Context: an optimization exercise on an open-source flow, tuned for small area, a short achievable clock period and few clock cycles per item. The choices shown serve that exercise and are no tape-out recipe. At most, simulation tests tie the RTL to the original design; equivalence was not proved. No functional check of the RTL was part of runs 3 and 5. Power figures rest on the tool's default switching activity, not on a simulated workload.

===== design/flow/design.v =====
package dfs_pkg;
    localparam logic [1:0] REQ_EDGE   = 2'd0;
    localparam logic [1:0] REQ_VERTEX = 2'd1;
    localparam logic [1:0] REQ_SORT   = 2'd2;
    localparam logic [1:0] REQ_NONE   = 2'd3;
    localparam logic [1:0] KIND_VERTEX = 2'd0;
    localparam logic [1:0] KIND_BACK   = 2'd1;
    localparam logic [1:0] KIND_FULL   = 2'd2;
    localparam logic [1:0] KIND_ABORT  = 2'd3;
endpackage
module dfs_topological_sort_unit #(
    parameter int MAX_VERTICES = 16,
    parameter int MAX_EDGES = 32,
    parameter int KEY_BITS = 16
) (
    input  logic                i_clk,
    input  logic                i_rst_n,
    input  logic                start,
    output logic                busy,
    input  logic [1:0]          i_req_type,
    input  logic [KEY_BITS-1:0] i_from_key,
    input  logic [KEY_BITS-1:0] i_to_key,
    input  logic                i_cfg_valid,
    output logic                o_cfg_ready,
    input  logic                i_cfg_data,
    output logic                o_valid,
    output logic [1:0]          o_kind,
    output logic [15:0]         o_first_key,
    output logic [15:0]         o_second_key,
    output logic                o_last
);
    localparam int NV = 16;
    localparam int NE = 32;
    logic r_mode;
    assign o_cfg_ready = 1'b1;
    always_ff @(posedge i_clk) begin
        if (!i_rst_n) r_mode <= 1'b0;
        else if (i_cfg_valid) r_mode <= i_cfg_data;
    end
    logic        q_v;
    logic [1:0]  q_type;
    logic [15:0] q_from, q_to;
    always_ff @(posedge i_clk) begin
        q_v    <= i_rst_n && start && !busy;
        q_type <= i_req_type;
        q_from <= i_from_key;
        q_to   <= i_to_key;
    end
    logic [15:0] r_keys [NV];
    logic [4:0]  r_vcnt;
    logic [5:0]  r_ecnt;
    logic [3:0]  r_esrc [NE];
    logic [3:0]  r_edst [NE];
    logic [NV-1:0] vmask;
    logic [NV-1:0] a_m, b_m;
    logic          a_hit, b_hit, same;
    logic [3:0]    a_idx, b_idx;
    always_comb begin
        a_idx = '0; b_idx = '0;
        for (int i = 0; i < NV; i++) begin
            vmask[i] = 5'(i) < r_vcnt;
            a_m[i] = vmask[i] && r_keys[i] == q_from;
            b_m[i] = vmask[i] && r_keys[i] == q_to;
            if (a_m[i]) a_idx = a_idx | 4'(i);
            if (b_m[i]) b_idx = b_idx | 4'(i);
        end
        a_hit = |a_m;
        b_hit = |b_m;
    end
    assign same = q_from == q_to;
    logic       ld_edge, ld_vtx, q_sort;
    logic       add_a, add_b, e_full, v_full, e_ok, v_ok;
    logic [5:0] need_tot;
    assign ld_edge = q_v && q_type == dfs_pkg::REQ_EDGE;
    assign ld_vtx  = q_v && q_type == dfs_pkg::REQ_VERTEX;
    assign q_sort  = q_v && q_type == dfs_pkg::REQ_SORT;
    assign add_a   = !a_hit;
    assign add_b   = !b_hit && !same;
    assign need_tot = {1'b0, r_vcnt} + 6'(add_a) + 6'(add_b);
    assign e_full  = need_tot > 6'(NV) || r_ecnt[5];
    assign v_full  = r_vcnt[4];
    assign e_ok    = ld_edge && !e_full;
    assign v_ok    = ld_vtx && !a_hit && !v_full;
    logic [3:0] w_src, w_dst, slot_b;
    assign slot_b = r_vcnt[3:0] + 4'(add_a);
    assign w_src = a_hit ? a_idx : r_vcnt[3:0];
    assign w_dst = b_hit ? b_idx : (same ? w_src : slot_b);
    logic          r_walk, r_emit;
    logic [3:0]    r_cur, r_sp;
    logic [4:0]    r_fcnt;
    logic [3:0]    r_arr [NV];
    logic [NV-1:0] r_vis;
    logic [NE-1:0] r_used, r_dgray;
    logic       x_v, x_last;
    logic [1:0] x_kind;
    logic [3:0] x_i1, x_i2;
    logic          walk_act;
    logic [NE-1:0] eq_src, eq_dst, m, pick;
    logic          any, isback;
    logic [3:0]    w;
    always_comb begin
        w = '0;
        isback = 1'b0;
        for (int e = 0; e < NE; e++) begin
            eq_src[e] = r_esrc[e] == r_cur;
            eq_dst[e] = r_edst[e] == r_cur;
            m[e] = eq_src[e] && !r_used[e] && 6'(e) < r_ecnt;
        end
        pick = m & (~m + 32'd1);
        any = |m;
        for (int e = 0; e < NE; e++) begin
            if (pick[e]) w = w | r_edst[e];
            if (pick[e] && (r_dgray[e] || eq_dst[e])) isback = 1'b1;
        end
    end
    assign walk_act = r_walk || (q_sort && r_vcnt != '0);
    logic [NV-1:0] white, rpick;
    logic          has_root;
    logic [3:0]    root;
    always_comb begin
        white = vmask & ~r_vis;
        rpick = white & (~white + 16'd1);
        has_root = |white;
        root = '0;
        for (int i = 0; i < NV; i++) if (rpick[i]) root = root | 4'(i);
    end
    logic          stk_empty;
    logic [3:0]    parent;
    assign stk_empty = r_sp == 4'd15;
    assign parent = r_arr[r_sp + 4'd1];
    logic [3:0] fin_top;
    assign fin_top = r_arr[4'(r_fcnt - 5'd1)];
    assign busy = q_sort || r_walk || (r_emit && r_fcnt != 5'd1);
    always_ff @(posedge i_clk) begin
        if (e_ok) begin
            r_esrc[r_ecnt[4:0]] <= w_src;
            r_edst[r_ecnt[4:0]] <= w_dst;
        end
        for (int i = 0; i < NV; i++) begin
            if ((e_ok || v_ok) && add_a && 4'(i) == r_vcnt[3:0])
                r_keys[i] <= q_from;
            else if (e_ok && add_b && 4'(i) == slot_b)
                r_keys[i] <= q_to;
        end
    end
    logic sort_end;
    always_comb begin
        sort_end = 1'b0;
        if (q_sort && r_vcnt == '0) sort_end = 1'b1;
        if (walk_act) begin
            if (any) begin
                if (isback && r_mode) sort_end = 1'b1;
            end else if (stk_empty && !has_root && r_fcnt == '0) begin
                sort_end = 1'b1;
            end
        end
        if (r_emit && r_fcnt == 5'd1) sort_end = 1'b1;
    end
    always_ff @(posedge i_clk) begin
        if (!i_rst_n) begin
            r_vcnt <= '0; r_ecnt <= '0;
            r_walk <= 1'b0; r_emit <= 1'b0;
            r_cur <= '0; r_sp <= 4'd15; r_fcnt <= '0;
            r_vis <= 16'd1; r_used <= '0; r_dgray <= '0;
            x_v <= 1'b0;
        end else begin
            x_v <= 1'b0;
            if (e_ok) begin
                r_vcnt <= need_tot[4:0];
                r_ecnt <= r_ecnt + 6'd1;
            end
            if (v_ok) r_vcnt <= r_vcnt + 5'd1;
            if ((ld_edge && e_full) || (ld_vtx && !a_hit && v_full)) begin
                x_v <= 1'b1; x_kind <= dfs_pkg::KIND_FULL; x_last <= 1'b1;
            end
            if (walk_act) begin
                r_walk <= 1'b1;
                r_dgray <= r_dgray | eq_dst;
                if (any) begin
                    r_used <= r_used | pick;
                    if (isback) begin
                        x_v <= 1'b1; x_i1 <= r_cur; x_i2 <= w;
                        x_kind <= r_mode ? dfs_pkg::KIND_ABORT : dfs_pkg::KIND_BACK;
                        x_last <= r_mode;
                    end else begin
                        r_arr[r_sp] <= r_cur;
                        r_sp <= r_sp - 4'd1;
                        r_cur <= w;
                        r_vis[w] <= 1'b1;
                    end
                end else begin
                    r_used <= r_used | eq_dst;
                    if (!stk_empty) begin
                        r_arr[r_fcnt[3:0]] <= r_cur;
                        r_fcnt <= r_fcnt + 5'd1;
                        r_cur <= parent;
                        r_sp <= r_sp + 4'd1;
                    end else if (has_root) begin
                        r_arr[r_fcnt[3:0]] <= r_cur;
                        r_fcnt <= r_fcnt + 5'd1;
                        r_cur <= root;
                        r_vis[root] <= 1'b1;
                    end else begin
                        x_v <= 1'b1; x_i1 <= r_cur;
                        x_kind <= dfs_pkg::KIND_VERTEX;
                        x_last <= r_fcnt == '0;
                        r_walk <= 1'b0;
                        r_emit <= 1'b1;
                    end
                end
            end
            if (r_emit) begin
                x_v <= 1'b1; x_i1 <= fin_top;
                x_kind <= dfs_pkg::KIND_VERTEX;
                x_last <= r_fcnt == 5'd1;
                r_fcnt <= r_fcnt - 5'd1;
            end
            if (sort_end) begin
                r_vcnt <= '0; r_ecnt <= '0;
                r_walk <= 1'b0; r_emit <= 1'b0;
                r_cur <= '0; r_sp <= 4'd15; r_fcnt <= '0;
                r_vis <= 16'd1; r_used <= '0; r_dgray <= '0;
            end
        end
    end
    always_ff @(posedge i_clk) begin
        if (!i_rst_n) begin
            o_valid <= 1'b0;
        end else begin
            o_valid <= x_v;
        end
        o_kind <= x_kind;
        o_last <= x_last;
        o_first_key <= (x_kind == dfs_pkg::KIND_FULL) ? 16'h0 : r_keys[x_i1];
        o_second_key <= x_kind[0] ? r_keys[x_i2] : 16'h0;
    end
endmodule

===== design/flow/run.sh =====
#!/bin/bash
# synth_recipe.tcl (not shown) runs the flow's synth.tcl, then flattens the netlist and writes it again
# the make line also repeats each setting of config.mk as NAME=value (left out here)
make -C /OpenROAD-flow-scripts/flow DESIGN_CONFIG=/design/flow/config.mk WORK_HOME=/design/flow/orfs CLKGATE_MAP_FILE= SYNTH_SCRIPT=/design/flow/synth_recipe.tcl finish

===== design/flow/config.mk =====
export PLATFORM = sky130hd
export DESIGN_NAME = dfs_topological_sort_unit
export DESIGN_NICKNAME = dfs_topological_sort_unit
export VERILOG_FILES = /design/flow/design.v
export SDC_FILE = /design/flow/constraint.sdc
export NUM_CORES = 4
export LEC_CHECK = 0
export CAP_MARGIN = 20
export CORE_MARGIN = 2
export CORE_UTILIZATION = 40
export SLEW_MARGIN = 20

===== design/flow/constraint.sdc =====
create_clock -name core_clock -period 10.0 [get_ports {i_clk}]
set_input_delay 2.0000 -clock core_clock [delete_from_list [all_inputs] [get_ports {i_clk}]]
set_output_delay 2.0000 -clock core_clock [all_outputs]
set_load 0.01 [all_outputs]

==> summary.md, run 1 <==
| Metric | Value |
|---|---|
| Max-slew violation count | 0 |
| Cts hold-fix bufs | 0 |
| Row Count | 121 |
| DRT antenna net count | 0 |
| GRT Overall Usage | 34.4% |
| Detailed Route Iter0 Violations | 5560 |
| Crit. End Element | flip-flop |
| Most common cell after layout, fill and taps aside | edfxtp_1 |
| Top cell type's share of synthesized area | 40.0% |
| Final number of hold-violating endpoints | 0 |
| Drt via density | 6.65 |
| Post-synth ARST share | 0% |
| Avg Cell Area, Syn | 11.2 µm² |
| Synth Cell Area | 44000 µm² |
| Top FF cell, synth | edfxtp_1 |
| Port bufs | 75 |
| Final WL | 197000 µm |
| Final Util | 45.6% |
| Post-synth top area cell | edfxtp_1 |
| Starting Density | 40.4% |
| Fin Setup TNS | 0 ns |
| Layout cells sized above 1 | 18.2% |
| Most frequent cells in the layout | edfxtp_1 (587), xor2_1 (564), mux2_2 (265), nor2_1 (236), xnor2_1 (234) |
| Worst hold path startpoint | x_last |
| Clock transition at the registers of the reported paths | 0.06 ns |
| DRT Pass-1 Iters | 7 |
| Initial antenna violation count | 8 |
| Placer Congestion | 1.13 |
| CTS sink count | 766 |
| CP Max Fanout | 24 |
| Cell variety after synth | 87 |
| Worst hold path class | reg -> reg |
| Buffer depth of the longest clock path | 3 |
| DPL Wire Length | 137000 µm |
| Max IR drop VDD | 0.144 mV |
| Sequential share of the synthesized area | 48.2% |
| First-pass GRT wire length | 274000 µm |
| Synth top area cells | edfxtp_1 (40%), xor2_1 (11%), dfxtp_1 (8.1%), mux2_2 (6.8%), xnor2_1 (4.7%) |
| Power per Cell Area | 145 nW/µm² |
| Status | no timing/DRC/antenna violations |
| Clock root cell | clkbuf_16 |
| Area delta synth->final | 12.9% |
| # nets final | 4012 |
| Number of global-route vias before repair | 34200 |
| Final setup violating endpoints | 0 |
| Slew @ Worst Pin | 1.28 ns |
| Crit path kind | reg -> reg |
| WL/cell | 36.3 µm |
| Warnings, synthesis | 2 |
| Cells after Synth | 3936 |
| WP data required | 10.39 ns |
| Tmin final | 7.55 ns |
| # Post-CTS Setup Buffers | 0 |
| Syn Nets | 4001 |
| Design Power | 7200 µW |
| Skew final | 0.0615 ns |
| H-tree Lvls | 3 |
| Max_cap viols | 0 |
| Area of the core | 109000 µm² |
| Rel. slew slack | 14.3% |
| Achievable frequency | 133 MHz |
| Leak Pwr | 0.0173 µW |
| Largest net degree at the start of global routing | 75 |
| Worst r2r src | q_to[4] |
| Critical path data arrival time | 7.93 ns |
| Total clock buffers created by CTS | 88 |
| EDFF count, synth | 587 |
| Startpoint class of the critical path | flip-flop |
| Clock tree from TritonCTS | yes |
| Die Ht | 336 µm |
| # resized after CTS | 0 |
| Clock Latency Late Sink | 0.75 ns |
| Vias | 36100 |
| #FFs+latches synth | 766 |
| Residual DRC | 0 |
| DIE WIDTH | 336 µm |
| Gr ovfl total | 0 |
| RSZ-0062 raised after global routing | no |
| Critical path origin | q_to[4] |
| Die area | 113000 µm² |
| Final worst-path cycle share | 75.5% |
| IO Pins | 77 |
final cells by class:
class	count	area (µm²)
Sequential cell	766	21300
Timing Repair Buffer	217	1830
Inverter	40	150
Tap cell	1414	1770
Clock inverter	48	556
Clock buffer	115	2400
Fill cell	10100	59300
Multi-Input combinational cell	2834	21700
Antenna cell	2	5.00
layer usage:
metal	up-vias	share of wire [%]	global-route usage (%)
met5	-	0.052	0
met4	14	7.5	21.2
li1	14700	-	-
met2	2669	41	49.3
met3	675	13	11.5
met1	18000	38	44.6
cells by family (layout without fill, tap and decap cells):
| family | count (synthesis) | count (layout) | share of synthesized area [%] |
|---|---|---|---|
| and+or+nand+nor | 1026 | 1026 | 12.1 |
| buffers and inverters | 336 | 420 | 3.22 |
| AOI/OAI and AO/OA | 670 | 670 | 10.9 |
| muxes | 313 | 313 | 8.89 |
| adders and majority gates | 26 | 26 | 0.756 |
| other | 1 | 3 | 0.00852 |
| xor gates and xnor gates | 798 | 798 | 15.9 |
| DFF | 766 | 766 | 48.2 |
stage by stage:
| stage | instances | setup slack, ns | hold slack, ns | area [µm²] |
|---|---|---|---|---|
| final | 5436 | 2.45 | 0.403 | 49700 |
| after global routing | 5434 | 2.12 | 0.421 | 49700 |
| after CTS | 5434 | 2.67 | 0.406 | 49600 |
| after detailed placement | 5271 | 2.74 | 0.377 | 46700 |
| after global placement | 5271 | 2.67 | 0.402 | 46700 |
| after floorplan | 3936 | 3.80 | 0.343 | 44000 |
registers in the layout (all words and copies together), names as in the netlist, 2 cells and up:
| signal | count |
|---|---|
| q_to | 16 |
| r_used | 32 |
| r_sp | 4 |
| r_fcnt | 5 |
| x_kind | 2 |
| o_kind | 2 |
| r_edst | 128 |
| x_i2 | 4 |
| q_from | 16 |
| o_second_key | 16 |
| r_vis | 16 |
| r_vcnt | 5 |
| o_first_key | 16 |
| r_cur | 4 |
| r_dgray | 32 |
| r_esrc | 128 |
| q_type | 2 |
| x_i1 | 4 |
| r_keys | 256 |
| r_arr | 64 |
| r_ecnt | 6 |
synthesized netlist by cell type, drive strengths merged (25+ instances only):
cell    count
edfxtp    587
xor2      564
mux2      265
nor2      255
xnor2     234
clkbuf    219
a22oi     193
dfxtp     179
nand2     158
nor4      155
a21oi     142
nand4     117
nor3      103
nand3      80
buf        77
o21ai      77
inv        40
mux4       36
a22o       34
o221a      32
a221oi     30
and3       29
nand2b     26
ha         25
where the power goes:
| part | internal (µW) | switching, µW |
|---|---|---|
| clock network | 1870 | 1460 |
| logic | 150 | 203 |
| registers | 3430 | 91.7 |
final timing paths:
check	endpoint	slack [ns]	cells past startpoint
max	r_keys[7][15]	2.45	25
min	o_last	0.40	0
max reg2reg	r_keys[7][15]	2.45	25
min reg2reg	o_last	0.40	0
critical path, stage by stage, from the launching register on:
cell and delay [ns]:
dfxtp_2 0.51, buf_4 0.52, xor2_1 0.21, nor4_1 0.07, nand4_1 0.19, nor3_1 0.13
or2_2 0.31, a311oi_1 0.23, nand2_1 0.15, nor3_1 0.59, nand2b_1 0.24, fa_1 0.46
inv_1 0.08, ha_1 0.23, nand2b_1 0.18, nor4_1 0.19, a31oi_1 0.08, nor2_1 0.12
a21oi_1 0.07, nor4_2 0.22, buf_4 0.24, nor2_1 0.12, nor4_2 0.55, nand2_1 0.64
o21ai_1 0.53, buf_4 0.31
Testbench counts, summed over its fixed seeds: cycles 7,678, sorts 160.
==> run 2, diff against run 1 <==
--- a/design/flow/design.v
+++ b/design/flow/design.v
@@ -43,4 +43,4 @@
     always_ff @(posedge i_clk) begin
-        q_v    <= i_rst_n && start && !busy;
-        q_type <= i_req_type;
+        q_v    <= i_rst_n && (busy || start);
+        if (!busy) q_type <= i_req_type;
         q_from <= i_from_key;
@@ -87,2 +87,9 @@
     assign w_dst = b_hit ? b_idx : (same ? w_src : slot_b);
+    logic [15:0] w_keys [NV];
+    logic [4:0]  w_vcnt;
+    logic [5:0]  w_ecnt;
+    logic [3:0]  w_esrc [NE];
+    logic [3:0]  w_edst [NE];
+    logic        sort_go;
+    logic [6:0]  r_pend;    
     logic          r_walk, r_emit;
@@ -104,5 +111,5 @@
         for (int e = 0; e < NE; e++) begin
-            eq_src[e] = r_esrc[e] == r_cur;
-            eq_dst[e] = r_edst[e] == r_cur;
-            m[e] = eq_src[e] && !r_used[e] && 6'(e) < r_ecnt;
+            eq_src[e] = w_esrc[e] == r_cur;
+            eq_dst[e] = w_edst[e] == r_cur;
+            m[e] = eq_src[e] && !r_used[e] && 6'(e) < w_ecnt;
         end
@@ -111,3 +118,3 @@
         for (int e = 0; e < NE; e++) begin
-            if (pick[e]) w = w | r_edst[e];
+            if (pick[e]) w = w | w_edst[e];
             if (pick[e] && (r_dgray[e] || eq_dst[e])) isback = 1'b1;
@@ -115,3 +122,4 @@
     end
-    assign walk_act = r_walk || (q_sort && r_vcnt != '0);
+    assign walk_act = r_walk;
+    assign sort_go = q_sort && !r_walk && !r_emit && r_pend == '0;
     logic [NV-1:0] white, rpick;
@@ -120,3 +128,3 @@
     always_comb begin
-        white = vmask & ~r_vis;
+        for (int i = 0; i < NV; i++) white[i] = 5'(i) < w_vcnt && !r_vis[i];
         rpick = white & (~white + 16'd1);
@@ -132,4 +140,12 @@
     assign fin_top = r_arr[4'(r_fcnt - 5'd1)];
-    assign busy = q_sort || r_walk || (r_emit && r_fcnt != 5'd1);
-    always_ff @(posedge i_clk) begin
+    assign busy = q_sort && !sort_go;
+    always_ff @(posedge i_clk) begin
+        if (sort_go) begin
+            for (int i = 0; i < NV; i++) w_keys[i] <= r_keys[i];
+            for (int e = 0; e < NE; e++) begin
+                w_esrc[e] <= r_esrc[e];
+                w_edst[e] <= r_edst[e];
+            end
+            w_vcnt <= r_vcnt; w_ecnt <= r_ecnt;
+        end
         if (e_ok) begin
@@ -148,3 +164,2 @@
         sort_end = 1'b0;
-        if (q_sort && r_vcnt == '0) sort_end = 1'b1;
         if (walk_act) begin
@@ -164,3 +179,3 @@
             r_vis <= 16'd1; r_used <= '0; r_dgray <= '0;
-            x_v <= 1'b0;
+            x_v <= 1'b0; r_pend <= '0;
         end else begin
@@ -172,5 +187,11 @@
             if (v_ok) r_vcnt <= r_vcnt + 5'd1;
-            if ((ld_edge && e_full) || (ld_vtx && !a_hit && v_full)) begin
+            if (sort_go) begin
+                r_vcnt <= '0; r_ecnt <= '0;
+                r_walk <= r_vcnt != '0;
+            end
+            if (!r_walk && !r_emit && r_pend != '0) begin
                 x_v <= 1'b1; x_kind <= dfs_pkg::KIND_FULL; x_last <= 1'b1;
             end
+            r_pend <= r_pend + 7'((ld_edge && e_full) || (ld_vtx && !a_hit && v_full))
+                      - 7'(!r_walk && !r_emit && r_pend != '0);
             if (walk_act) begin
@@ -218,3 +239,2 @@
             if (sort_end) begin
-                r_vcnt <= '0; r_ecnt <= '0;
                 r_walk <= 1'b0; r_emit <= 1'b0;
@@ -233,4 +253,4 @@
         o_last <= x_last;
-        o_first_key <= (x_kind == dfs_pkg::KIND_FULL) ? 16'h0 : r_keys[x_i1];
-        o_second_key <= x_kind[0] ? r_keys[x_i2] : 16'h0;
+        o_first_key <= (x_kind == dfs_pkg::KIND_FULL) ? 16'h0 : w_keys[x_i1];
+        o_second_key <= x_kind[0] ? w_keys[x_i2] : 16'h0;
     end
==> run 2 against run 1 <==
Still clean. Global-route usage down 4.4 points. Non-clock buffer count up 16. Sequential power up 72%. Final cell count up 26%. Combinational power up 95%. Power up 67%. Die area up 38%. Utilization up 0.11 points. Worst hold slack better by 0.0013 ns. Clock skew down 0.016 ns. Routed wire length up 21%. Largest power group unchanged.
==> summary.md, run 2 <==
| Metric | Value |
|---|---|
| Die area | 156000 µm² (+38%) |
| Fin Setup TNS | 0 ns (unchanged) |
| Slew @ Worst Pin | 1.19 ns (-0.0947 ns) |
| Power per Cell Area | 173 nW/µm² (+20%) |
| CTS sink count | 1296 (+69%) |
| Synth Cell Area | 61000 µm² (+39%) |
| Number of global-route vias before repair | 40400 (+18%) |
| Cell family with most CP delay | simple AND/OR/NAND/NOR gates |
| CP bufs+invs | 4 (unchanged) |
| Synth top area cells | edfxtp_1 (55%), xor2_1 (7.4%), dfxtp_1 (6.0%), mux2_2 (4.9%), xnor2_1 (4.2%) |
| Sequential Power Share | 50.4% (+1.5 points) |
| Port bufs | 75 (unchanged) |
| Startpoint class of the critical path | flip-flop |
| Most frequent cells in the layout | edfxtp_1 (1112), xor2_1 (513), xnor2_1 (293), mux2_2 (266), nor2_1 (239) |
| Most common cell after layout, fill and taps aside | edfxtp_1 |
| Gr ovfl total | 0 (unchanged) |
| Row Count | 143 (+18%) |
| Leak Pwr | 0.0235 µW (+36%) |
| Max_cap viols | 0 (unchanged) |
| # Post-CTS Setup Buffers | 0 (unchanged) |
| List of most frequent post-synthesis cells | edfxtp_1 (1112), xor2_1 (513), xnor2_1 (293), mux2_2 (266), nor2_1 (257) |
| Placer Congestion | 1.04 (-8.2%) |
| Final number of hold-violating endpoints | 0 (unchanged) |
| Cell-internal power | 9140 µW (+68%) |
| NetSw | 2870 µW (+64%) |
| Clock power share | 43.9% (-2.3 points) |
| Status | no timing/DRC/antenna violations |
| Post-synth top area cell | edfxtp_1 |
| Final setup violating endpoints | 0 (unchanged) |
| EDFF count, synth | 1112 (+89%) |
| Clock Latency Late Sink | 0.82 ns (+0.07 ns) |
| Skew final | 0.0455 ns (-0.0160 ns) |
| Largest net degree at the start of global routing | 159 (+110%) |
| Crit path kind | reg -> reg |
| Slack of the critical path | 2.25 ns (-0.205 ns) |
| DRT antenna net count | 0 (unchanged) |
| # resized after CTS | 0 (unchanged) |
| Final WL | 238000 µm (+21%) |
| Initial antenna violation count | 11 (+3) |
| Warnings, synthesis | 5 (+3) |
| DRT Pass-1 Iters | 6 (-1) |
| Area delta synth->final | 13.7% |
| Final Util | 45.7% (+0.11 points) |
| Cts hold-fix bufs | 0 (unchanged) |
| Tmin final | 7.75 ns (+0.205 ns) |
| WP data required | 10.49 ns (+0.10 ns) |
| Biggest cell delay along the critical path | 0.81 ns (+0.17 ns) |
| Slowest cell on crit path | nor4_1 |
| First-pass GRT wire length | 328000 µm (+20%) |
| Total clock buffers created by CTS | 142 (+61%) |
| GRT Overall Usage | 30.0% (-4.4 points) |
| Top cell type's share of synthesized area | 54.7% (+15 points) |
| Clock transition at the registers of the reported paths | 0.06 ns (about the same) |
| Buffer depth of the longest clock path | 3 (unchanged) |
| Crit. End Element | flip-flop |
| DPL Wire Length | 165000 µm (+21%) |
| Clock root cell | clkbuf_16 |
| Cell variety after synth | 95 (+9.2%) |
| Layout cells sized above 1 | 17.4% (-0.88 points) |
| Cell breakdown of the critical path | and2_0 > nor2_1 > nor2_1 > nand4_1 > o31ai_1 > nor4_1 > nand2_1 > fa_1 > inv_1 > ha_1 > nor2b_1 > o2111ai_1 > o22ai_1 > o21bai_1 > nor3_2 > buf_4 > nor2_1 > nor4b_2 > buf_4 > nand2_1 > o21ai_1 > buf_4 |
| H-tree Lvls | 4 (+1) |
| Vias | 42500 (+18%) |
| WL/cell | 34.8 µm (-4.0%) |
| Area of the core | 152000 µm² (+39%) |
| Worst hold path class | reg -> reg |
| Rel. slew slack | 20.9% (+6.6 points) |
| Max-slew violation count | 0 (unchanged) |
| CP Max Fanout | 20 (-17%) |
| Max IR drop VDD | 0.165 mV (+14%) |
| Clock tree from TritonCTS | yes |
| Syn Nets | 4699 (+17%) |
| Avg Cell Area, Syn | 13.2 µm² (+18%) |
| Post-Place Worst Slack | 2.48 ns (-0.260 ns) |
| Post-synth ARST share | 0% (unchanged) |
| Comb power frac | 5.7% (+0.8 points) |
| Switching share of power | 23.9% (-0.42 points) |
| Critical path data arrival time | 8.24 ns (+0.31 ns) |
| #FFs+latches synth | 1296 (+69%) |
| IO Pins | 77 (unchanged) |
| Achievable frequency | 129 MHz (-2.6%) |
| Top FF cell, synth | edfxtp_1 |
| Top-count cell post-synth | edfxtp_1 |
| Final worst-path cycle share | 77.5% (+2.1 points) |
| Cells after Synth | 4624 (+17%) |
| Sequential share of the synthesized area | 60.8% (+13 points) |
| # nets final | 4768 (+19%) |
| Drt via density | 6.20 (-6.7%) |
| Detailed Route Iter0 Violations | 5880 (+5.8%) |
| Die Ht | 395 µm (+18%) |
| RSZ-0062 raised after global routing | no |
| DIE WIDTH | 395 µm (+18%) |
| Starting Density | 40.2% (-0.18 points) |
| Residual DRC | 0 (unchanged) |
-- run 2: changes by cell type in the layout (fill, tap and decap cells not counted), moves of 11 or more --
| cell | previous run | this run |
|---|---|---|
| xor2_1 | 564 | 513 |
| nand3_1 | 80 | 103 |
| clkbuf_1 | 21 | 33 |
| inv_1 | 40 | 55 |
| clkbuf_16 | 91 | 144 |
| xnor2_1 | 234 | 293 |
| nor4_1 | 147 | 136 |
| a31oi_1 | 19 | 30 |
| clkinv_2 | 11 | 26 |
| edfxtp_1 | 587 | 1112 |
-- run 2: kinds of logic after synthesis --
logic type,synth area share [%]
mux,6.47
other cells,0.00615
simple gates,9.45
compound gates,8.40
xor+xnor,11.6
fa+ha+maj,0.763
flops,60.8
buf+inv,2.55
-- run 2: per-stage QoR --
stage          hold WS [ns]  total power, µW  cells  instance area, µm²
2_1_floorplan         0.346             6540   4624               61000
3_3_place_gp          0.400             6830   6574               64500
3_5_place_dp          0.405             6840   6578               64600
4_1_cts               0.411            12100   6841               69300
5_1_grt               0.417            12300   6842               69300
6_report              0.404            12000   6849               69300
-- run 2: final timing paths --
path / slack [ns] / start / end / cells after the start
worst min-delay path: 0.40 / r_edst[14][0] / w_edst[14][0] / 0
worst max-delay path: 2.25 / r_vcnt[3] / r_keys[10][3] / 22
worst min register to register: 0.40 / r_edst[14][0] / w_edst[14][0] / 0
worst max register to register: 2.25 / r_vcnt[3] / r_keys[10][3] / 22
-- run 2: worst register-to-register path, stage by stage, from the launching register on --
cell and delay, ns:
dfxtp_1 0.60, and2_0 0.42, nor2_1 0.56, nor2_1 0.14
nand4_1 0.23, o31ai_1 0.21, nor4_1 0.81, nand2_1 0.36
fa_1 0.49, inv_1 0.08, ha_1 0.23, nor2b_1 0.20
o2111ai_1 0.13, o22ai_1 0.20, o21bai_1 0.12, nor3_2 0.10
buf_4 0.25, nor2_1 0.15, nor4b_2 0.29, buf_4 0.23
nand2_1 0.53, o21ai_1 0.77, buf_4 0.34
-- run 2: cell type report --
| class | instances | area, µm² |
|---|---|---|
| fill | 13700 | 82400 |
| sequential | 1296 | 37100 |
| multi-input combinational | 2964 | 22700 |
| clock buffer | 183 | 3810 |
| tap | 2030 | 2540 |
| timing repair buffer | 233 | 2060 |
| clock inverter | 80 | 887 |
| inverter | 56 | 214 |
| antenna | 7 | 17.5 |
-- run 2: metal layers --
layer | share of wire [%] | up-vias | global-route usage, %
li1 | - | 17700 | -
met1 | 41 | 21700 | 41.5
met2 | 44 | 2574 | 45.2
met3 | 9.8 | 563 | 6.52
met4 | 5.3 | 4 | 13.8
met5 | 0.0096 | - | 0
-- run 2: power by group through the flow --
stage	logic (µW)	clock network (µW)	registers (µW)
finish	687	5270	6050
global route	734	5550	6050
global placement	670	0	6160
floorplan	453	0	6080
CTS	681	5350	6050
detailed placement	677	0	6160
Testbench counts of run 2, summed over its fixed seeds: cycles 4,978, sorts 160.
==> run 3, diff against run 2 <==
--- a/design/flow/design.v
+++ b/design/flow/design.v
@@ -32,2 +32,14 @@
     localparam int NV = 16;
+    function automatic [31:0] first32(input [31:0] x);
+        reg [31:0] p;
+        begin
+            p = x;
+            p = p | (p << 1);
+            p = p | (p << 2);
+            p = p | (p << 4);
+            p = p | (p << 8);
+            p = p | (p << 16);
+            first32 = x & ~(p << 1);
+        end
+    endfunction
     localparam int NE = 32;
@@ -72,3 +84,2 @@
     logic       add_a, add_b, e_full, v_full, e_ok, v_ok;
-    logic [5:0] need_tot;
     assign ld_edge = q_v && q_type == dfs_pkg::REQ_EDGE;
@@ -78,4 +89,4 @@
     assign add_b   = !b_hit && !same;
-    assign need_tot = {1'b0, r_vcnt} + 6'(add_a) + 6'(add_b);
-    assign e_full  = need_tot > 6'(NV) || r_ecnt[5];
+    assign e_full  = r_ecnt[5] || (r_vcnt[4] && (add_a || add_b))
+                     || (r_vcnt == 5'd15 && add_a && add_b);
     assign v_full  = r_vcnt[4];
@@ -88,4 +99,2 @@
     logic [15:0] w_keys [NV];
-    logic [4:0]  w_vcnt;
-    logic [5:0]  w_ecnt;
     logic [3:0]  w_esrc [NE];
@@ -113,5 +122,5 @@
             eq_dst[e] = w_edst[e] == r_cur;
-            m[e] = eq_src[e] && !r_used[e] && 6'(e) < w_ecnt;
-        end
-        pick = m & (~m + 32'd1);
+            m[e] = eq_src[e] && !r_used[e];
+        end
+        pick = first32(m);
         any = |m;
@@ -128,4 +137,4 @@
     always_comb begin
-        for (int i = 0; i < NV; i++) white[i] = 5'(i) < w_vcnt && !r_vis[i];
-        rpick = white & (~white + 16'd1);
+        white = ~r_vis;
+        rpick = 16'(first32(32'(white)));
         has_root = |white;
@@ -148,5 +157,4 @@
             end
-            w_vcnt <= r_vcnt; w_ecnt <= r_ecnt;
-        end
-        if (e_ok) begin
+        end
+        if (ld_edge && !r_ecnt[5]) begin
             r_esrc[r_ecnt[4:0]] <= w_src;
@@ -155,5 +163,5 @@
         for (int i = 0; i < NV; i++) begin
-            if ((e_ok || v_ok) && add_a && 4'(i) == r_vcnt[3:0])
+            if ((ld_edge || ld_vtx) && add_a && 5'(i) == r_vcnt)
                 r_keys[i] <= q_from;
-            else if (e_ok && add_b && 4'(i) == slot_b)
+            else if (ld_edge && add_b && (add_a ? 5'(i) == r_vcnt + 5'd1 : 5'(i) == r_vcnt))
                 r_keys[i] <= q_to;
@@ -178,3 +186,2 @@
             r_cur <= '0; r_sp <= 4'd15; r_fcnt <= '0;
-            r_vis <= 16'd1; r_used <= '0; r_dgray <= '0;
             x_v <= 1'b0; r_pend <= '0;
@@ -183,3 +190,3 @@
             if (e_ok) begin
-                r_vcnt <= need_tot[4:0];
+                r_vcnt <= r_vcnt + 5'(add_a) + 5'(add_b);
                 r_ecnt <= r_ecnt + 6'd1;
@@ -190,2 +197,5 @@
                 r_walk <= r_vcnt != '0;
+                r_vis <= ~vmask | 16'd1;
+                for (int e = 0; e < NE; e++) r_used[e] <= 6'(e) >= r_ecnt;
+                r_dgray <= '0;
             end
@@ -241,17 +251,10 @@
                 r_cur <= '0; r_sp <= 4'd15; r_fcnt <= '0;
-                r_vis <= 16'd1; r_used <= '0; r_dgray <= '0;
-            end
-        end
-    end
-    always_ff @(posedge i_clk) begin
-        if (!i_rst_n) begin
-            o_valid <= 1'b0;
-        end else begin
-            o_valid <= x_v;
-        end
-        o_kind <= x_kind;
-        o_last <= x_last;
-        o_first_key <= (x_kind == dfs_pkg::KIND_FULL) ? 16'h0 : w_keys[x_i1];
-        o_second_key <= x_kind[0] ? w_keys[x_i2] : 16'h0;
-    end
+            end
+        end
+    end
+    assign o_valid = x_v;
+    assign o_kind = x_kind;
+    assign o_last = x_last;
+    assign o_first_key = (x_kind == dfs_pkg::KIND_FULL) ? 16'h0 : w_keys[x_i1];
+    assign o_second_key = x_kind[0] ? w_keys[x_i2] : 16'h0;
 endmodule
--- a/design/flow/config.mk
+++ b/design/flow/config.mk
@@ -7,5 +7,7 @@
 export LEC_CHECK = 0
+export ABC_CLOCK_PERIOD_IN_PS = 4000
 export CAP_MARGIN = 20
 export CORE_MARGIN = 2
-export CORE_UTILIZATION = 40
+export CORE_UTILIZATION = 55
+export SETUP_SLACK_MARGIN = 5
 export SLEW_MARGIN = 20
==> run 3 against run 2 <==
Worst setup slack better by 2.6 ns. Largest power group unchanged. First-iteration DRC count up 24%. Sequential power down 3.5%. Clock power down 5.7%. Via count up 3.1%. Power down 3.5%. Flip-flop and latch count down 47. Largest cell class unchanged. Die area down 28%. Design area up 2.8%. Synthesized cell count down 3.1%. Combinational power up 14%. Highest routed layer unchanged.
==> summary.md, run 3 <==
| Metric | Value |
|---|---|
| Post-synth ARST share | 0% (unchanged) |
| Top FF cell, synth | edfxtp_1 |
| Clock transition at the registers of the reported paths | 0.06 ns (about the same) |
| First-pass GRT wire length | 318000 µm (-3.2%) |
| Placer Congestion | 1.04 (+0.36%) |
| Layout cells sized above 1 | 23.7% (+6.4 points) |
| DRT Pass-1 Iters | 7 (+1) |
| EDFF count, synth | 1181 (+6.2%) |
| Clock Latency Late Sink | 0.78 ns (-0.04 ns) |
| Clock tree from TritonCTS | yes |
| Status | no timing/DRC/antenna violations |
| Initial antenna violation count | 14 (+3) |
| Clock root cell | clkbuf_16 |
| WL/cell | 37.7 µm (+8.2%) |
| Metal3 WL | 37200 µm (+59%) |
| Leak Pwr | 0.0245 µW (+4.3%) |
| Max Used Layer | met5 |
| Cells after Synth | 4479 (-3.1%) |
| Power per Cell Area | 163 nW/µm² (-6.1%) |
| Biggest cell delay along the critical path | 0.54 ns (-0.27 ns) |
| Max IR drop VDD | 0.220 mV (+34%) |
| Port bufs | 75 (unchanged) |
| DRT antenna net count | 0 (unchanged) |
| DPL Wire Length | 155000 µm (-6.3%) |
| Avg Cell Area, Syn | 13.4 µm² (+1.9%) |
| Drt via density | 6.99 (+13%) |
| GRT Overall Usage | 40.7% (+11 points) |
| Most frequent cells in the layout | edfxtp_1 (1181), xor2_1 (536), xnor2_1 (270), mux2_2 (265), nor2_1 (236) |
| Startpoint class of the critical path | flip-flop |
| IO Pins | 77 (unchanged) |
| Fin Setup TNS | 0 ns (unchanged) |
| Crit. End Element | output port |
| Top-count cell post-synth | edfxtp_1 |
| Cell-internal power | 8860 µW (-3.1%) |
| Area of the core | 109000 µm² (-28%) |
| Final number of hold-violating endpoints | 0 (unchanged) |
| Final WL | 236000 µm (-0.99%) |
| Slew @ Worst Pin | 1.20 ns (+0.0124 ns) |
| Gr ovfl total | 0 (unchanged) |
| Crit path kind | reg -> out |
| Post-Place Worst Slack | 3.57 ns (+1.08 ns) |
| Worst hold path class | reg -> reg |
| Crit path top cell by count | buf_6 |
| Skew final | 0.0426 ns (-0.00295 ns) |
| Max_cap viols | 0 (unchanged) |
| Synth Cell Area | 60200 µm² (-1.2%) |
| Die Ht | 335 µm (-15%) |
| Most common cell after layout, fill and taps aside | edfxtp_1 |
| Comb power frac | 6.7% (+1.0 points) |
| # nets final | 4822 (+1.1%) |
| Top cell type's share of synthesized area | 58.9% (+4.1 points) |
| Worst Hold Path Cells | 0 (unchanged) |
| Clock power share | 42.9% (-1.0 points) |
| Number of global-route vias before repair | 40400 (+0.054%) |
| Cell breakdown of the critical path | nand2b_4 > buf_6 > nor2_4 > buf_6 > a22o_1 > a221oi_1 > nand3_1 > o221a_4 > dlygate4sd2_1 |
| DRT met1 WL | 93900 µm (-4.0%) |
| H-tree Lvls | 4 (unchanged) |
| Area delta synth->final | 18.3% |
| Die area | 112000 µm² (-28%) |
| Slack of the critical path | 4.88 ns (+2.63 ns) |
| Synth top area cells | edfxtp_1 (59%), xor2_1 (7.8%), mux2_2 (5.0%), xnor2_1 (3.9%), a22oi_1 (2.6%) |
| RSZ-0062 raised after global routing | yes |
| Switching share of power | 23.6% (-0.33 points) |
| Tmin final | 5.12 ns (-2.63 ns) |
| Residual DRC | 0 (unchanged) |
| DIE WIDTH | 335 µm (-15%) |
| Final setup violating endpoints | 0 (unchanged) |
| Achievable frequency | 195 MHz (+51%) |
| Cell variety after synth | 97 (+2.1%) |
| Final worst-path cycle share | 51.2% (-26 points) |
| Final Util | 65.6% (+20 points) |
| Total clock buffers created by CTS | 133 (-6.3%) |
| Rel. slew slack | 19.3% (-1.6 points) |
| Sequential share of the synthesized area | 61.1% (+0.35 points) |
| WP data required | 8.00 ns (-2.49 ns) |
| Met2 wire length | 93800 µm (-10%) |
| Sequential Power Share | 50.4% (about the same) |
| Warnings, synthesis | 5 (unchanged) |
| Vias | 43800 (+3.1%) |
| Row Count | 121 (-15%) |
| R2R depth | 14 (-36%) |
| Largest net degree at the start of global routing | 154 (-3.1%) |
| CP Max Fanout | 13 (-35%) |
| Starting Density | 55.4% (+15 points) |
| NetSw | 2730 µW (-4.8%) |
| Post-synth top area cell | edfxtp_1 |
| List of most frequent post-synthesis cells | edfxtp_1 (1181), xor2_1 (537), xnor2_1 (270), mux2_2 (265), nor2_1 (264) |
| Buffer depth of the longest clock path | 3 (unchanged) |
| Syn Nets | 4555 (-3.1%) |
| Critical path data arrival time | 3.12 ns (-5.12 ns) |
| Detailed Route Iter0 Violations | 7293 (+24%) |
| #FFs+latches synth | 1249 (-3.6%) |
| Slowest cell on crit path | edfxtp_1 |
| CTS sink count | 1249 (-3.6%) |
| Max-slew violation count | 0 (unchanged) |
## run 3: changes by cell type after synthesis, sizes merged, moves of 13 or more
cell / previous run / this run
edfxtp: 1112 / 1181
a22oi: 199 / 212
a221o: 5 / 23
xor2: 513 / 537
a21oi: 151 / 97
dfxtp: 184 / 68
clkbuf: 217 / 169
nand2: 164 / 151
xnor2: 293 / 270
buf: 91 / 130
## run 3: per-layer routing
layer  track usage [%]  vias up
met5                 0        -
met4              16.3        8
met3              16.5      641
met2              54.2     3376
met1              58.8    22200
li1                  -    17600
## run 3: cell type report
class,count,area [µm²]
Timing Repair Buffer,426,4660
Inverter,54,225
Multi-Input combinational cell,2879,23300
Tap cell,1414,1770
Clock inverter,73,838
Sequential cell,1249,36900
Antenna cell,3,7.51
Clock buffer,166,3550
Fill cell,7987,37400
Timing Repair inverter,3,26.3
## run 3: repair_timing
action                     4_1_cts  5_1_grt
setup endpoints to repair      804      205
gates resized for setup        256      162
cloned                           4        7
pin swaps                       36       39
hold endpoints to repair         0        0
setup buffers                  132       94
hold buffers                     0        0
## run 3: worst max-delay path: cells and delay by family (launching register included)
| kind | cells | cell delay, ns |
|---|---|---|
| flops | 1 | 0.54 |
| simple gates | 3 | 0.46 |
| compound gates | 3 | 0.76 |
| buf+inv | 3 | 0.59 |
## run 3: power groups by stage
stage	logic [µW]	registers, µW	clock network [µW]
2_1_floorplan	449	5900	0
3_3_place_gp	660	5960	0
3_5_place_dp	669	5960	0
4_1_cts	706	5840	5000
5_1_grt	822	5840	5190
6_report	781	5840	4970
## run 3: cell families (layout without fill, tap and decap cells)
family          Yosys count  in the layout  share of synthesized area [%]
other cells               1              4                        0.00623
xor+xnor                807            807                           11.7
buf+inv                 353            722                           2.48
compound gates          647            647                           7.89
fa+ha+maj                37             37                          0.793
flops                  1249           1249                           61.1
mux                     320            320                           6.62
simple gates           1065           1067                           9.34
## run 3: final timing paths
check | startpoint | end | slack [ns]
setup / recovery | x_i2[0] | o_second_key[2] | 4.88
hold / removal | r_esrc[29][0] | w_esrc[29][0] | 0.40
setup reg to reg | r_cur[3] | r_vis[7] | 5.10
hold reg to reg | r_esrc[29][0] | w_esrc[29][0] | 0.40
## run 3: through the flow
stage | instances | power [µW] | area (µm²) | hold WS (ns)
after global placement | 5785 | 6620 | 62800 | 0.400
after floorplan | 4479 | 6350 | 60300 | 0.400
after CTS | 6163 | 11500 | 69600 | 0.390
after detailed placement | 5788 | 6630 | 62800 | 0.405
final | 6267 | 11600 | 71300 | 0.399
after global routing | 6265 | 11800 | 71300 | 0.406
==> run 4, diff against run 3 <==
--- a/design/flow/design.v
+++ b/design/flow/design.v
@@ -52,2 +52,3 @@
     logic        q_v;
+    logic        q_s;       
     logic [1:0]  q_type;
@@ -56,2 +57,3 @@
         q_v    <= i_rst_n && (busy || start);
+        q_s    <= i_rst_n && (busy || (start && i_req_type == dfs_pkg::REQ_SORT));
         if (!busy) q_type <= i_req_type;
@@ -103,2 +105,3 @@
     logic [6:0]  r_pend;    
+    logic        r_fullev;  
     logic          r_walk, r_emit;
@@ -132,3 +135,4 @@
     assign walk_act = r_walk;
-    assign sort_go = q_sort && !r_walk && !r_emit && r_pend == '0;
+    logic r_free;
+    assign sort_go = q_s && r_free;
     logic [NV-1:0] white, rpick;
@@ -149,3 +153,3 @@
     assign fin_top = r_arr[4'(r_fcnt - 5'd1)];
-    assign busy = q_sort && !sort_go;
+    assign busy = q_s && !r_free;
     always_ff @(posedge i_clk) begin
@@ -181,2 +185,25 @@
     end
+    logic       final_pop, drain, n_walk, n_emit, n_fullev;
+    logic [6:0] n_pend;
+    assign final_pop = walk_act && !any && stk_empty && !has_root;
+    assign drain = !r_walk && !r_emit && r_pend != '0;
+    always_comb begin
+        n_walk = r_walk;
+        n_emit = r_emit;
+        if (sort_go) n_walk = r_vcnt != '0;
+        if (final_pop) begin
+            n_walk = 1'b0;
+            n_emit = 1'b1;
+        end
+        if (sort_end) begin
+            n_walk = 1'b0;
+            n_emit = 1'b0;
+        end
+        n_fullev = (ld_edge && e_full) || (ld_vtx && !a_hit && v_full);
+        n_pend = r_pend + 7'(r_fullev) - 7'(drain);
+    end
+    always_ff @(posedge i_clk) begin
+        if (!i_rst_n) r_free <= 1'b1;
+        else r_free <= !n_walk && !n_emit && n_pend == '0 && !n_fullev;
+    end
     always_ff @(posedge i_clk) begin
@@ -186,3 +213,3 @@
             r_cur <= '0; r_sp <= 4'd15; r_fcnt <= '0;
-            x_v <= 1'b0; r_pend <= '0;
+            x_v <= 1'b0; r_pend <= '0; r_fullev <= 1'b0;
         end else begin
@@ -204,4 +231,4 @@
             end
-            r_pend <= r_pend + 7'((ld_edge && e_full) || (ld_vtx && !a_hit && v_full))
-                      - 7'(!r_walk && !r_emit && r_pend != '0);
+            r_fullev <= n_fullev;
+            r_pend <= n_pend;
             if (walk_act) begin
@@ -254,7 +281,13 @@
     end
-    assign o_valid = x_v;
-    assign o_kind = x_kind;
-    assign o_last = x_last;
-    assign o_first_key = (x_kind == dfs_pkg::KIND_FULL) ? 16'h0 : w_keys[x_i1];
-    assign o_second_key = x_kind[0] ? w_keys[x_i2] : 16'h0;
+    always_ff @(posedge i_clk) begin
+        if (!i_rst_n) begin
+            o_valid <= 1'b0;
+        end else begin
+            o_valid <= x_v;
+        end
+        o_kind <= x_kind;
+        o_last <= x_last;
+        o_first_key <= (x_kind == dfs_pkg::KIND_FULL) ? 16'h0 : w_keys[x_i1];
+        o_second_key <= x_kind[0] ? w_keys[x_i2] : 16'h0;
+    end
 endmodule
==> run 4 against run 3 <==
Still clean on timing, DRC and antenna. Worst setup slack better by 0.11 ns. Final cell count decreased by 1.7%. Synthesized cell count is 0.29% higher. Clock skew is 0.0025 ns lower. Global-route usage down 1.5 points. Area after synthesis increased by 1.2%. Die area grew 1.2%. Via count fell by 5.4%. Sequential power rose by 3%. Routed wire length down 5.8%. Design area fell by 3.3%. Worst hold slack improved by 0.012 ns.
==> summary.md, run 4 <==
| Metric | Value |
|---|---|
| Total clock buffers created by CTS | 136 (+2.3%) |
| Final worst-path cycle share | 50.1% (-1.1 points) |
| Crit. End Element | flip-flop |
| Synth top area cells | edfxtp_1 (58%), xnor2_1 (6.2%), xor2_1 (5.6%), mux2_2 (5.0%), dfxtp_1 (3.5%) |
| DIE WIDTH | 337 µm (+0.60%) |
| Final WL | 222000 µm (-5.8%) |
| Area delta synth->final | 13.1% |
| Number of global-route vias before repair | 39500 (-2.2%) |
| Slew @ Worst Pin | 1.21 ns (+0.0132 ns) |
| Warnings, synthesis | 5 (unchanged) |
| Row Count | 122 (+0.83%) |
| Clock tree from TritonCTS | yes |
| #FFs+latches synth | 1288 (+3.1%) |
| Avg Cell Area, Syn | 13.6 µm² (+0.92%) |
| Syn Nets | 4568 (+0.29%) |
| Clock Latency Late Sink | 0.77 ns (about the same) |
| Worst hold path class | reg -> reg |
| Largest family of logic cells by synthesized area | XOR/XNOR gates |
| Slack of the critical path | 4.99 ns (+0.115 ns) |
| Initial antenna violation count | 4 (-10) |
| Buffer depth of the longest clock path | 3 (unchanged) |
| Startpoint class of the critical path | flip-flop |
| Clock root cell | clkbuf_16 |
| Cells after Synth | 4492 (+0.29%) |
| DRT antenna net count | 0 (unchanged) |
| Max IR drop VDD | 0.179 mV (-19%) |
| Mux cell area share after synthesis | 6.61% (-0.0097 points) |
| GRT Overall Usage | 39.2% (-1.5 points) |
| Reg2reg setup slack | 4.99 ns (-0.11 ns) |
| RSZ-0062 raised after global routing | no |
| Final number of hold-violating endpoints | 0 (unchanged) |
| Rel. slew slack | 18.4% (-0.89 points) |
| Cts hold-fix bufs | 0 (unchanged) |
| R2R depth | 12 (-2) |
| First-pass GRT wire length | 308000 µm (-3.1%) |
| Worst r2r src | r_vcnt[2] |
| Worst hold slack | 0.411 ns (+0.0120 ns) |
| Skew final | 0.0401 ns (-0.00250 ns) |
| Crit path kind | reg -> reg |
| Leak Pwr | 0.0227 µW (-7.4%) |
| Final Util | 62.5% (-3.1 points) |
| Area of the core | 110000 µm² (+1.5%) |
| Detailed Route Iter0 Violations | 6085 (-17%) |
| Top cell type's share of synthesized area | 58.2% (-0.71 points) |
| Post-synth top area cell | edfxtp_1 |
| WL/cell | 36.1 µm (-4.1%) |
| Max-slew violation count | 0 (unchanged) |
| Synth Area in Adders | 0.784% (-0.0095 points) |
| Crit Reg-Reg Endpoint | r_ecnt[3] |
| Fin Setup TNS | 0 ns (unchanged) |
| Cell variety after synth | 94 (-3.1%) |
| IO Pins | 77 (unchanged) |
| Final setup violating endpoints | 0 (unchanged) |
| Placed Cells | 5884 (+1.7%) |
| Top FF cell, synth | edfxtp_1 |
| Most common cell after layout, fill and taps aside | edfxtp_1 |
| Critical path origin | r_vcnt[2] |
| Clock transition at the registers of the reported paths | 0.07 ns (about the same) |
| Tmin final | 5.01 ns (-0.115 ns) |
| Drt via density | 6.73 (-3.7%) |
| Sequential share of the synthesized area | 61.7% (+0.55 points) |
| Post-synth ARST share | 0% (unchanged) |
| Non-Filler Instances | 6159 (-1.7%) |
| # nets final | 4632 (-3.9%) |
| Vias | 41400 (-5.4%) |
| Setup crit end | r_ecnt[3] |
| Synth Cell Area | 61000 µm² (+1.2%) |
| Critical path data arrival time | 5.63 ns (+2.51 ns) |
| Compound-Gate Fraction of Synth Area | 7.50% (-0.39 points) |
| Max_cap viols | 0 (unchanged) |
| Die Ht | 337 µm (+0.60%) |
| Area taken by multi-input logic gates | 22500 µm² (-3.2%) |
| Power per Cell Area | 174 nW/µm² (+6.8%) |
| Largest net degree at the start of global routing | 154 (unchanged) |
| Starting Density | 55.2% (-0.17 points) |
| Status | no timing/DRC/antenna violations |
| Simple-gate share of the synthesized area | 9.05% (-0.28 points) |
| Layout cells sized above 1 | 18.7% (-5.0 points) |
| Die area | 114000 µm² (+1.2%) |
| Placer Congestion | 1.05 (+1.2%) |
| List of most frequent post-synthesis cells | edfxtp_1 (1181), xnor2_1 (429), xor2_1 (389), mux2_2 (270), nor2_1 (245) |
| CP Max Fanout | 16 (+3) |
| H-tree Lvls | 4 (unchanged) |
| Layout filler cell count | 8354 (+4.6%) |
| CTS sink count | 1288 (+3.1%) |
| DRT Pass-1 Iters | 6 (-1) |
| Top-count cell post-synth | edfxtp_1 |
| Gr ovfl total | 0 (unchanged) |
| Most frequent cells in the layout | edfxtp_1 (1181), xnor2_1 (427), xor2_1 (388), mux2_2 (270), nor2_1 (216) |
| WP data required | 10.63 ns (+2.63 ns) |
| Achievable frequency | 200 MHz (+2.3%) |
| Storage cell area | 37700 µm² (+2.0%) |
| Residual DRC | 0 (unchanged) |
| DPL Wire Length | 154000 µm (-0.60%) |
| Port bufs | 75 (unchanged) |
| XOR/XNOR Fraction of Synth Area | 11.8% (+0.017 points) |
| EDFF count, synth | 1181 (unchanged) |
| Post-Place Worst Slack | 3.96 ns (+0.395 ns) |
run 4: changes by cell type in the layout (fill, tap and decap cells not counted), sizes merged, moves of 31 or more:
cell,previous run,this run
xor2,537,389
clkdlybuf4s50,42,75
dfxtp,68,107
nand4,123,154
buf,348,142
nor4,143,109
xnor2,270,429
run 4: where the power goes:
part           switching, µW  internal [µW]  leakage (µW)
registers                111           5920        0.0116
logic                    438            274       0.00880
clock network           2170           3070       0.00228
run 4: critical path, stage by stage, from the launching register on:
cell,delay (ns)
dfxtp_1,0.77
inv_1,0.41
o21ai_0,0.79
nand2_1,0.10
nor4_1,0.90
a311o_1,0.35
nor4_4,0.09
nand2_1,0.17
a21oi_1,0.12
or3b_2,0.60
or3_1,0.38
xor2_1,0.15
nor2_1,0.05
run 4: through the flow:
stage / instance area [µm²] / total power [µW]
6_report: 68900 / 12000
5_1_grt: 68900 / 12300
4_1_cts: 68600 / 12000
3_5_place_dp: 63500 / 6820
3_3_place_gp: 63500 / 6810
2_1_floorplan: 61000 / 6540
run 4: worst min path at each step:
stage                  startpoint             to  slack [ns]  depth (start not counted)
detailed placement   r_edst[0][0]   w_edst[0][0]        0.40                          0
CTS                 r_edst[11][0]  w_edst[11][0]        0.41                          0
floorplan               x_kind[0]      o_kind[0]        0.35                          0
global placement    r_esrc[24][3]  w_esrc[24][3]        0.40                          0
global route        r_edst[17][3]  w_edst[17][3]        0.42                          0
finish              r_esrc[28][2]  w_esrc[28][2]        0.41                          0
run 4: kinds of logic after synthesis:
| group | count (synthesis) |
|---|---|
| xor gates and xnor gates | 818 |
| and+or+nand+nor | 1051 |
| adders and majority gates | 37 |
| muxes | 324 |
| DFF | 1288 |
| other | 1 |
| AOI/OAI and AO/OA | 627 |
| buffers and inverters | 346 |
run 4: layer usage:
| metal | vias up | routed length (µm) | global-route usage (%) |
|---|---|---|---|
| met5 | - | 21 | 0 |
| met4 | 4 | 16900 | 24.3 |
| met3 | 619 | 22200 | 8.40 |
| met2 | 2669 | 99100 | 60.0 |
| met1 | 21000 | 84300 | 51.3 |
| li1 | 17200 | - | - |
run 4: layout make-up:
cell class	count	area share, %
clock buffer	173	5.49
tap	1488	2.70
clock inverter	78	1.29
timing repair buffer	217	2.89
sequential	1288	54.7
inverter	55	0.323
multi-input combinational	2858	32.6
antenna	2	0.00726
run 4: repair_timing:
action                                  in CTS  in global routing
gates resized for setup                     62                 44
buffers inserted                            11                 10
gates cloned                                 0                  0
pin swaps                                    4                  7
endpoints found under the setup margin     573                475
Testbench counts of run 4, summed over its fixed seeds: cycles 4,978, sorts 160.
==> run 5, diff against run 4 <==
--- a/design/flow/design.v
+++ b/design/flow/design.v
@@ -141,3 +141,3 @@
     always_comb begin
-        white = ~r_vis;
+        white = ~r_vis & ~(16'd1 << r_cur);
         rpick = 16'(first32(32'(white)));
@@ -235,2 +235,5 @@
                 r_walk <= 1'b1;
+                r_vis[r_cur] <= 1'b1;
+                r_arr[r_sp] <= r_cur;
+                r_arr[r_fcnt[3:0]] <= r_cur;
                 r_dgray <= r_dgray | eq_dst;
@@ -243,6 +246,4 @@
                     end else begin
-                        r_arr[r_sp] <= r_cur;
                         r_sp <= r_sp - 4'd1;
                         r_cur <= w;
-                        r_vis[w] <= 1'b1;
                     end
@@ -251,3 +252,2 @@
                     if (!stk_empty) begin
-                        r_arr[r_fcnt[3:0]] <= r_cur;
                         r_fcnt <= r_fcnt + 5'd1;
@@ -256,6 +256,4 @@
                     end else if (has_root) begin
-                        r_arr[r_fcnt[3:0]] <= r_cur;
                         r_fcnt <= r_fcnt + 5'd1;
                         r_cur <= root;
-                        r_vis[root] <= 1'b1;
                     end else begin
==> design/flow/flow/run.sh (new file) <==
#!/bin/bash
set -uo pipefail
export SETUP_SLACK_MARGIN=6
bash standard.sh > standard.log 2>&1
==> design/flow/standard.sh (new file) <==
#!/bin/bash
# synth_recipe.tcl (not shown) runs the flow's synth.tcl, then flattens the netlist and writes it again
# the make line also repeats each setting of config.mk as NAME=value (left out here)
make -C /OpenROAD-flow-scripts/flow DESIGN_CONFIG=/design/flow/config.mk WORK_HOME=/design/flow/orfs CLKGATE_MAP_FILE= SYNTH_SCRIPT=/design/flow/synth_recipe.tcl "${@:-finish}"
--- a/design/flow/config.mk
+++ b/design/flow/config.mk
@@ -11,3 +11,2 @@
 export CORE_UTILIZATION = 55
-export SETUP_SLACK_MARGIN = 5
 export SLEW_MARGIN = 20
removed: design/flow/run.sh
==> run 5 against run 4 <==
Still clean on timing, DRC and antenna. Global-route usage is 1.5 points higher. Count of clock-buffer cells in the layout shrank 2. Register-to-register slack gained 0.96 ns. Clock power rose by 2%. Clock skew is 0.0013 ns lower. Design area grew 3.2%. Utilization rose by 1.7 points. Worst setup slack better by 0.96 ns. Sequential power barely moved. Sequential share of layout area decreased by 1.6 points. Power is 1.8% higher. Largest cell class unchanged.
==> summary.md, run 5 <==
| Metric | Value |
|---|---|
| Area of the core | 111000 µm² (+0.41%) |
| Max Used Layer | met5 |
| Fin Setup TNS | 0 ns (unchanged) |
| List of most frequent post-synthesis cells | edfxtp_1 (1181), xor2_1 (529), xnor2_1 (280), mux2_2 (259), nor2_1 (243) |
| Layout cells sized above 1 | 21.6% (+2.9 points) |
| Row Count | 122 (unchanged) |
| Cell variety after synth | 104 (+11%) |
| Top cell type's share of synthesized area | 57.6% (-0.53 points) |
| DRT Pass-1 Iters | 7 (+1) |
| Syn Nets | 4588 (+0.44%) |
| H-tree Lvls | 4 (unchanged) |
| Final Util | 64.2% (+1.7 points) |
| Comb power frac | 6.8% (+0.9 points) |
| Clock root cell | clkbuf_16 |
| Die area | 115000 µm² (+0.90%) |
| Synth top area cells | edfxtp_1 (58%), xor2_1 (7.5%), mux2_2 (4.7%), xnor2_1 (4.0%), dfxtp_1 (3.5%) |
| Design Power | 12200 µW (+1.8%) |
| Area delta synth->final | 15.6% |
| First-pass GRT wire length | 326000 µm (+6.0%) |
| Starting Density | 55.5% (+0.27 points) |
| CTS sink count | 1288 (unchanged) |
| Top FF cell, synth | edfxtp_1 |
| Drt via density | 6.99 (+3.8%) |
| Most frequent cells in the layout | edfxtp_1 (1181), xor2_1 (529), xnor2_1 (280), mux2_2 (259), nor2_1 (218) |
| Max_cap viols | 0 (unchanged) |
| Rel. slew slack | 15.3% (-3.1 points) |
| Clock power share | 43.9% (+0.2 points) |
| Clock tree from TritonCTS | yes |
| Worst hold slack | 0.412 ns (+0.000887 ns) |
| Post-synth top area cell | edfxtp_1 |
| Sequential Power Share | 49.3% (-1.0 points) |
| Clock transition at the registers of the reported paths | 0.06 ns (about the same) |
| DIE WIDTH | 338 µm (+0.45%) |
| EDFF count, synth | 1181 (unchanged) |
| Initial antenna violation count | 14 (+10) |
| WL/cell | 38.0 µm (+5.3%) |
| Number of global-route vias before repair | 40800 (+3.3%) |
| Total clock buffers created by CTS | 137 (+0.74%) |
| Top-count cell post-synth | edfxtp_1 |
| Met2 wire length | 96300 µm (-2.8%) |
| RSZ-0062 raised after global routing | yes |
| Buffer depth of the longest clock path | 3 (unchanged) |
| GRT Overall Usage | 40.7% (+1.5 points) |
| #FFs+latches synth | 1288 (unchanged) |
| DPL Wire Length | 158000 µm (+2.9%) |
| IO Pins | 77 (unchanged) |
| Power per Cell Area | 171 nW/µm² (-1.3%) |
| Placer Congestion | 1.04 (-1.1%) |
| Most common cell after layout, fill and taps aside | edfxtp_1 |
| Max-slew violation count | 0 (unchanged) |
| Residual DRC | 0 (unchanged) |
| Final WL | 238000 µm (+6.8%) |
| Crit path kind | reg -> reg |
| Skew final | 0.0388 ns (-0.00127 ns) |
| Post-synth ARST share | 0% (unchanged) |
| Startpoint class of the critical path | flip-flop |
| Max IR drop VDD | 0.174 mV (-2.5%) |
| Biggest cell delay along the critical path | 0.59 ns (-0.31 ns) |
| Detailed Route Iter0 Violations | 7330 (+20%) |
| Clock Latency Late Sink | 0.78 ns (about the same) |
| DRT antenna net count | 0 (unchanged) |
| DRT met1 WL | 94400 µm (+12%) |
| Final number of hold-violating endpoints | 0 (unchanged) |
| Synth Cell Area | 61500 µm² (+0.91%) |
| Status | no timing/DRC/antenna violations |
| Achievable frequency | 247 MHz (+24%) |
| Critical path data arrival time | 4.52 ns (-1.11 ns) |
| Warnings, synthesis | 5 (unchanged) |
| Largest net degree at the start of global routing | 166 (+7.8%) |
| Final setup violating endpoints | 0 (unchanged) |
| CP bufs+invs | 4 (+3) |
| Crit. End Element | flip-flop |
| Worst hold path class | reg -> reg |
| WP data required | 10.48 ns (-0.15 ns) |
| Avg Cell Area, Syn | 13.6 µm² (+0.53%) |
| Gr ovfl total | 0 (unchanged) |
| Die Ht | 338 µm (+0.45%) |
| Leak Pwr | 0.0240 µW (+5.6%) |
| Cells after Synth | 4509 (+0.38%) |
| Cell-internal power | 9350 µW (+0.98%) |
| Metal3 WL | 36000 µm (+62%) |
| # nets final | 4720 (+1.9%) |
| Final worst-path cycle share | 40.4% (-9.6 points) |
| Cell breakdown of the critical path | buf_12 > buf_16 > xnor2_1 > nand4_1 > or4_4 > nor2_1 > a21oi_1 > nand4b_1 > nor2_1 > and4_1 > ha_1 > nand3_1 > xor2_1 > nand2_1 > o211ai_1 > buf_4 > nand3_2 > buf_4 |
| Switching share of power | 23.3% (+0.61 points) |
| Cell family with most CP delay | simple AND/OR/NAND/NOR gates |
| CP Max Fanout | 17 (+1) |
| NetSw | 2840 µW (+4.5%) |
| Vias | 43700 (+5.3%) |
| Slew @ Worst Pin | 1.27 ns (+0.0550 ns) |
| Tmin final | 4.04 ns (-0.964 ns) |
| Port bufs | 75 (unchanged) |
| Sequential share of the synthesized area | 61.1% (-0.56 points) |
| Slowest cell on crit path | or4_4 |
[run 5: per-stage QoR]
stage / instance area (µm²) / cells / worst slack (ns)
after floorplan: 61600 / 4509 / 1.49
after global placement: 63900 / 5888 / 4.11
after detailed placement: 63900 / 5892 / 4.15
after CTS: 70400 / 6209 / 5.98
after global routing: 71100 / 6245 / 5.92
final: 71100 / 6248 / 5.96
[run 5: logic make-up after synthesis]
kind of cell	share of synthesized area (%)
other	0.00610
flip-flops	61.1
AND/OR/NAND/NOR	9.23
XOR/XNOR	11.5
AO/OA/AOI/OAI	8.11
adder cells (fa/ha/maj)	0.838
buffers and inverters	2.84
multiplexers	6.33
[run 5: path summary, 6_finish.rpt]
check                                    from  slack, ns             to  cells past startpoint
worst max register to register     q_from[13]       5.96  r_edst[31][3]                     18
worst min-delay path            r_esrc[21][3]       0.41  w_esrc[21][3]                      0
worst max-delay path               q_from[13]       5.96  r_edst[31][3]                     18
worst min register to register  r_esrc[21][3]       0.41  w_esrc[21][3]                      0
[run 5: final cells by class]
type                    instances  area (µm²)
clock inverters                83        1010
multi-input cells            2872       23400
repair buffers                295        3310
diodes                          4        10.0
flip-flops and latches       1288       37700
well taps                    1488        1860
fillers                      8224       39700
inverters                      47         180
clock buffers                 171        3680
[run 5: routing by layer]
| metal | up-vias | global-route usage, % |
|---|---|---|
| met4 | 16 | 14.9 |
| li1 | 17500 | - |
| met1 | 22200 | 58.8 |
| met5 | - | 0 |
| met2 | 3395 | 55.8 |
| met3 | 563 | 15.3 |
[run 5: repair_timing]
action	in CTS	in global routing
hold buffers	0	0
pin swaps	19	13
buffers inserted	58	32
gates cloned	5	3
endpoints found under the setup margin	829	681
resized for setup	214	91
[run 5: power by group through the flow]
stage | Combinational, µW | Clock [µW] | Sequential (µW)
5_1_grt | 876 | 5590 | 6010
3_5_place_dp | 696 | 0 | 6130
4_1_cts | 755 | 5380 | 6010
6_report | 834 | 5350 | 6010
3_3_place_gp | 689 | 0 | 6130
2_1_floorplan | 473 | 0 | 6080

==> static timing again, ports no longer ideal <==
The flow's constraints put no driver on any port. The routed layouts listed below were extracted and timed again, unchanged, in two steps.
Step 1, drivers: a clkbuf_16 drives i_clk and a buf_2 each remaining input, both assumed.
Step 2 times the ports against the registers' clock, not the clock port: input delays grow and output delays shrink by t, the midpoint of the rising clock arrivals with the driver on.
Three values: ideal ports, drivers, drivers and shift; two values: the first two.
| run | t, ns | setup WS [ns] | worst setup path after step 2 | latest minus earliest clock arrival (ns) |
|---|---|---|---|---|
| run 1 | 0.785 | 2.455 / 2.455 / 2.455 | register to register | 0.061 / 0.061 |
| run 2 | 0.877 | 2.249 / 2.249 / 2.249 | register to register | 0.046 / 0.046 |
| run 3 | 0.834 | 4.880 / 4.807 / 5.104 | register to register | 0.043 / 0.043 |
| run 4 | 0.823 | 4.995 / 4.995 / 4.995 | register to register | 0.042 / 0.043 |
| run 5 | 0.845 | 5.959 / 5.959 / 5.959 | register to register | 0.040 / 0.040 |
After both steps setup and hold are still met in every run listed.
